Source: an optimization exercise on an open RTL-to-GDS flow (aim: small area). Production flows keep margins and buffers that such runs may drop.
Function was checked by simulation only, so behaviour that the tests miss may differ from the original.
Power and IR drop assume default switching activity.

// low_band_energy_beat_detector_core
module low_band_energy_beat_detector_core
(
	input  logic                 clk,
	input  logic                 arst_n,
	input  logic                 cfg_we,
	input  logic [lbed_pkg::CFG_IDX_W-1:0] cfg_index,
	input  logic [lbed_pkg::CFG_W-1:0]     cfg_wdata,
	input  logic                 s_tvalid,
	output logic                 s_tready,
	input  logic [63:0]          s_tdata,    
	input  logic                 s_tlast,    
	output logic                 m_tvalid,
	input  logic                 m_tready,
	output logic [23:0]          m_tdata,    
	output logic                 m_tuser     
);
	localparam logic [3:0]
		ST_INIT  = 4'd0,
		ST_IDLE  = 4'd1,
		ST_SADDW = 4'd2,
		ST_SADD  = 4'd3,
		ST_SQW   = 4'd4,
		ST_SQ    = 4'd5,
		ST_ACC   = 4'd6,
		ST_ROOTW = 4'd7,
		ST_ROOTI = 4'd8,
		ST_ROOT  = 4'd9,
		ST_DECW  = 4'd10,
		ST_DEC   = 4'd11,
		ST_LOAD  = 4'd12;
	localparam logic [7:0] P_LAST = 8'(RING_L - 1);                  
	localparam logic [7:0] P_ACCL = 8'(ACC_L - 1);                   
	localparam logic [7:0] P_CNT0 = 8'(ACC_L);                       
	localparam logic [7:0] P_CNTL = 8'(ACC_L + CNT_L - 1);           
  ...
For scale: roughly 650 cells after synthesis.
==> flow/config.mk <==
export PLATFORM = sky130hd
export DESIGN_NAME = low_band_energy_beat_detector_core
export DESIGN_NICKNAME = low_band_energy_beat_detector_core
export VERILOG_FILES = /design/flow/design.v
export SDC_FILE = /design/flow/constraint.sdc
export NUM_CORES = 4
export LEC_CHECK = 0
export CAP_MARGIN = 20
export CORE_MARGIN = 2
export CORE_UTILIZATION = 70
export PLACE_DENSITY = 0.85
export SLEW_MARGIN = 20
==> flow/constraint.sdc <==
create_clock -name core_clock -period 9.0 [get_ports {clk}]
set_input_delay 1.8000 -clock core_clock [delete_from_list [all_inputs] [get_ports {clk}]]
set_output_delay 1.8000 -clock core_clock [all_outputs]
set_load 0.01 [all_outputs]
standard.sh (not shown) runs the stock make flow with config.mk's settings and CLKGATE_MAP_FILE= SYNTH_SCRIPT=/design/flow/synth_recipe.tcl, a recipe that flattens the netlist after the stock synthesis.
==> flow/flow/run.sh <==
#!/bin/bash
# Layout flow: the standard flow, with three changes.
# 1. After the standard synthesis, the combinational gates are re-mapped for area by
#    reopt.tcl (yosys + ABC); every flip-flop keeps its instance, name and cell type.
# 2. Port buffers use the smallest buffer cell.
# 3. CTS uses clkbuf_4 only, small sink clusters and no dummy loads.
set -euo pipefail
export BUFFER_PORTS_ARGS="-buffer_cell sky130_fd_sc_hd__buf_1"
export CTS_ARGS="-sink_clustering_enable -repair_clock_nets -dont_use_dummy_load -buf_list {sky130_fd_sc_hd__clkbuf_8} -sink_clustering_size 20 -sink_clustering_max_diameter 30"
RES="$PWD/orfs/results/${FLOW_PLATFORM}/low_band_energy_beat_detector_core/base"
bash standard.sh "$RES/1_2_yosys.v" > standard_synth.log 2>&1
cp "$RES/1_2_yosys.v" "$RES/1_2_yosys_standard.v"
REOPT_NETLIST="$RES/1_2_yosys.v" REOPT_ABC="$PWD/flow/reopt.abc" \
  yosys -c flow/reopt.tcl > reopt_yosys.log 2>&1
bash standard.sh > standard_layout.log 2>&1
==> flow/flow/reopt.abc <==
strash
&get -n
&deepsyn -T 40
&put
dch -f
amap
==> flow/flow/reopt.tcl <==
# Re-map the combinational logic of the standard synthesis netlist for area.
# The flip-flops are kept as they are (same instances, names and cell types); only the
# gates between them are re-synthesized by ABC with an area-oriented script.
yosys -import
set lib  $::env(FLOW_HOME)/platforms/$::env(FLOW_PLATFORM)/lib/sky130_fd_sc_hd__tt_025C_1v80.lib
set net  $::env(REOPT_NETLIST)
set top  $::env(FLOW_TOP)
read_liberty -ignore_miss_func $lib
blackbox sky130_fd_sc_hd__df* sky130_fd_sc_hd__edf* sky130_fd_sc_hd__sdf* sky130_fd_sc_hd__dl*
read_verilog $net
hierarchy -top $top
flatten
# wires inside the flattened gates get names like cell.pin: make them internal
yosys rename -hide w:*.*
opt -purge
abc -liberty $lib -dont_use sky130_fd_sc_hd__probe_p_8 -dont_use sky130_fd_sc_hd__probec_p_8 \
  -dont_use sky130_fd_sc_hd__lpflow_* -dont_use sky130_fd_sc_hd__clkdly* -dont_use sky130_fd_sc_hd__dlygate* \
  -dont_use sky130_fd_sc_hd__dlymetal* -script $::env(REOPT_ABC)
opt_clean -purge
hierarchy -top $top
read_liberty -lib -overwrite $lib
hilomap -hicell sky130_fd_sc_hd__conb_1 HI -locell sky130_fd_sc_hd__conb_1 LO
insbuf -buf sky130_fd_sc_hd__buf_1 A X
opt_clean -purge
check -assert -mapped
stat -liberty $lib
write_verilog -noattr -nohex -nodec $net
Rerun with:
--- a/flow/flow/run.sh
+++ b/flow/flow/run.sh
@@ -9 +9 @@
-export CTS_ARGS="-sink_clustering_enable -repair_clock_nets -dont_use_dummy_load -buf_list {sky130_fd_sc_hd__clkbuf_8} -sink_clustering_size 20 -sink_clustering_max_diameter 30"
+export CTS_ARGS="-sink_clustering_enable -repair_clock_nets -dont_use_dummy_load -buf_list {sky130_fd_sc_hd__clkbuf_2} -sink_clustering_size 6 -sink_clustering_max_diameter 30"
After rerunning: Sequential share of layout area is higher by 1.3 points; synthesized area is unchanged; wire length is lower by 1.4%; die area is unchanged; combinational power is about the same.
Rerun with:
--- a/flow/flow/run.sh
+++ b/flow/flow/run.sh
@@ -9 +9 @@
-export CTS_ARGS="-sink_clustering_enable -repair_clock_nets -dont_use_dummy_load -buf_list {sky130_fd_sc_hd__clkbuf_2} -sink_clustering_size 6 -sink_clustering_max_diameter 30"
+export CTS_ARGS="-sink_clustering_enable -repair_clock_nets -dont_use_dummy_load -buf_list {sky130_fd_sc_hd__clkbuf_16} -sink_clustering_size 30 -sink_clustering_max_diameter 40"
After rerunning: Power rises by 22%; routed wire length rises by about 16%; flip-flop and latch count is unchanged; area after synthesis stays the same.
Rerun with:
==> flow/flow/run.sh (replaced) <==
#!/bin/bash
set -euo pipefail
export BUFFER_PORTS_ARGS="-buffer_cell sky130_fd_sc_hd__buf_1"
export CTS_ARGS="-sink_clustering_enable -repair_clock_nets -dont_use_dummy_load -buf_list {sky130_fd_sc_hd__clkbuf_4} -sink_clustering_size 11 -sink_clustering_max_diameter 40"
bash standard.sh > standard_make.log 2>&1
CORE_UTILIZATION = 65   (was 70)
PLACE_DENSITY = 0.8   (was 0.85)
removed: flow/flow/reopt.abc
removed: flow/flow/reopt.tcl
First-iteration DRC count fell by 68%.
Via count decreases by about 14%.
Worst hold slack is better by 0.0032 ns.
Worst setup slack improved by 0.57 ns.
Wire length fell by about 28%.
Final area rose by 4.5%.
Register-to-register slack is better by 0.57 ns.
Power goes up by about 16%.
Clock skew shrinks by 0.049 ns.
Combinational power rises to 13 times its value.
Rerun with:
==> flow/flow/run.sh (replaced) <==
#!/bin/bash
# Layout flow: the standard flow, with three changes.
# 1. After the standard synthesis, the combinational gates are re-mapped for area by
#    reopt.tcl (yosys + ABC); every flip-flop keeps its instance, name and cell type.
# 2. Port buffers use the smallest buffer cell.
# 3. CTS uses clkbuf_4 only, small sink clusters and no dummy loads.
set -euo pipefail
export BUFFER_PORTS_ARGS="-buffer_cell sky130_fd_sc_hd__buf_1"
export CTS_ARGS="-sink_clustering_enable -repair_clock_nets -dont_use_dummy_load -buf_list {sky130_fd_sc_hd__clkbuf_4} -sink_clustering_size 10 -sink_clustering_max_diameter 40"
RES="$PWD/orfs/results/${FLOW_PLATFORM}/low_band_energy_beat_detector_core/base"
bash standard.sh "$RES/1_2_yosys.v" > standard_synth.log 2>&1
cp "$RES/1_2_yosys.v" "$RES/1_2_yosys_standard.v"
REOPT_NETLIST="$RES/1_2_yosys.v" REOPT_ABC="$PWD/flow/reopt.abc" \
  yosys -c flow/reopt.tcl > reopt_yosys.log 2>&1
bash standard.sh > standard_layout.log 2>&1
==> flow/flow/reopt.abc (new file) <==
strash
&get -n
&deepsyn -T 40
&put
dch -f
amap
==> flow/flow/reopt.tcl (new file) <==
# Re-map the combinational logic of the standard synthesis netlist for area.
# The flip-flops are kept as they are (same instances, names and cell types); only the
# gates between them are re-synthesized by ABC with an area-oriented script.
yosys -import
set lib  $::env(FLOW_HOME)/platforms/$::env(FLOW_PLATFORM)/lib/sky130_fd_sc_hd__tt_025C_1v80.lib
set net  $::env(REOPT_NETLIST)
set top  $::env(FLOW_TOP)
read_liberty -ignore_miss_func $lib
blackbox sky130_fd_sc_hd__df* sky130_fd_sc_hd__edf* sky130_fd_sc_hd__sdf* sky130_fd_sc_hd__dl*
read_verilog $net
hierarchy -top $top
flatten
# wires inside the flattened gates get names like cell.pin: make them internal
yosys rename -hide w:*.*
opt -purge
abc -liberty $lib -dont_use sky130_fd_sc_hd__probe_p_8 -dont_use sky130_fd_sc_hd__probec_p_8 \
  -dont_use sky130_fd_sc_hd__lpflow_* -dont_use sky130_fd_sc_hd__clkdly* -dont_use sky130_fd_sc_hd__dlygate* \
  -dont_use sky130_fd_sc_hd__dlymetal* -script $::env(REOPT_ABC)
opt_clean -purge
hierarchy -top $top
read_liberty -lib -overwrite $lib
hilomap -hicell sky130_fd_sc_hd__conb_1 HI -locell sky130_fd_sc_hd__conb_1 LO
insbuf -buf sky130_fd_sc_hd__buf_1 A X
opt_clean -purge
check -assert -mapped
stat -liberty $lib
write_verilog -noattr -nohex -nodec $net
CORE_UTILIZATION = 70   (was 65)
PLACE_DENSITY = 0.85   (was 0.8)
Result: Cell area drops by about 8%. Maximum frequency fell by 2.1%. Via count rises by about 12%. Die area went down by 16%. Power falls by 3.2%.
Rerun with:
==> flow/flow/run.sh (replaced) <==
#!/bin/bash
set -euo pipefail
export BUFFER_PORTS_ARGS="-buffer_cell sky130_fd_sc_hd__buf_1"
export CTS_ARGS="-sink_clustering_enable -repair_clock_nets -dont_use_dummy_load -buf_list {sky130_fd_sc_hd__clkbuf_4} -sink_clustering_size 10 -sink_clustering_max_diameter 40"
bash standard.sh > standard_make.log 2>&1
removed: flow/flow/reopt.abc
removed: flow/flow/reopt.tcl
The new run passed the timing, design-rule and antenna checks.
Non-clock buffer count climbs by 1.
Final area goes up by 8.3%.
Critical path depth increases by 1.
Routed wire length goes down by 16%.
First-iteration DRC count goes down by 44%.
Global-route usage went down by 8.4 points.
Core utilization goes down by 1.8 points.

[what the ideal ports hide]
In the flow no input, the clock included, has a driving cell. The finished layouts below were timed again as built, in two steps.
Step 1: set_driving_cell puts a clkbuf_16 on clk and a buf_2 on each other input, an assumption about the parent block.
Step 2 moves the port delays by t, midway between the first and last clock arrival at a register: inputs arrive t later, outputs are due t later. That takes back most of the time a late clock gives input paths.
Three values: ideal ports, drivers, drivers and shift; two values: the first two.
run | t, ns | setup slack, ns | cell pins on the clock port's net
the first run | 0.554 | 4.298 / 4.298 / 4.298 | 1
the second run | 0.681 | 4.354 / 4.354 / 4.354 | 1
the third run | 0.532 | 4.394 / 4.394 / 4.394 | 1
the fourth run | 0.634 | 4.969 / 4.969 / 4.755 | 1
the fifth run | 0.633 | 4.884 / 4.884 / 4.884 | 1
the sixth run | 0.612 | 4.929 / 4.929 / 4.729 | 1
After both steps setup and hold are still met in every run listed. For the fourth run, which loses most, drivers alone change the setup slack by 0.000 ns; drivers and shift together by -0.214 ns.
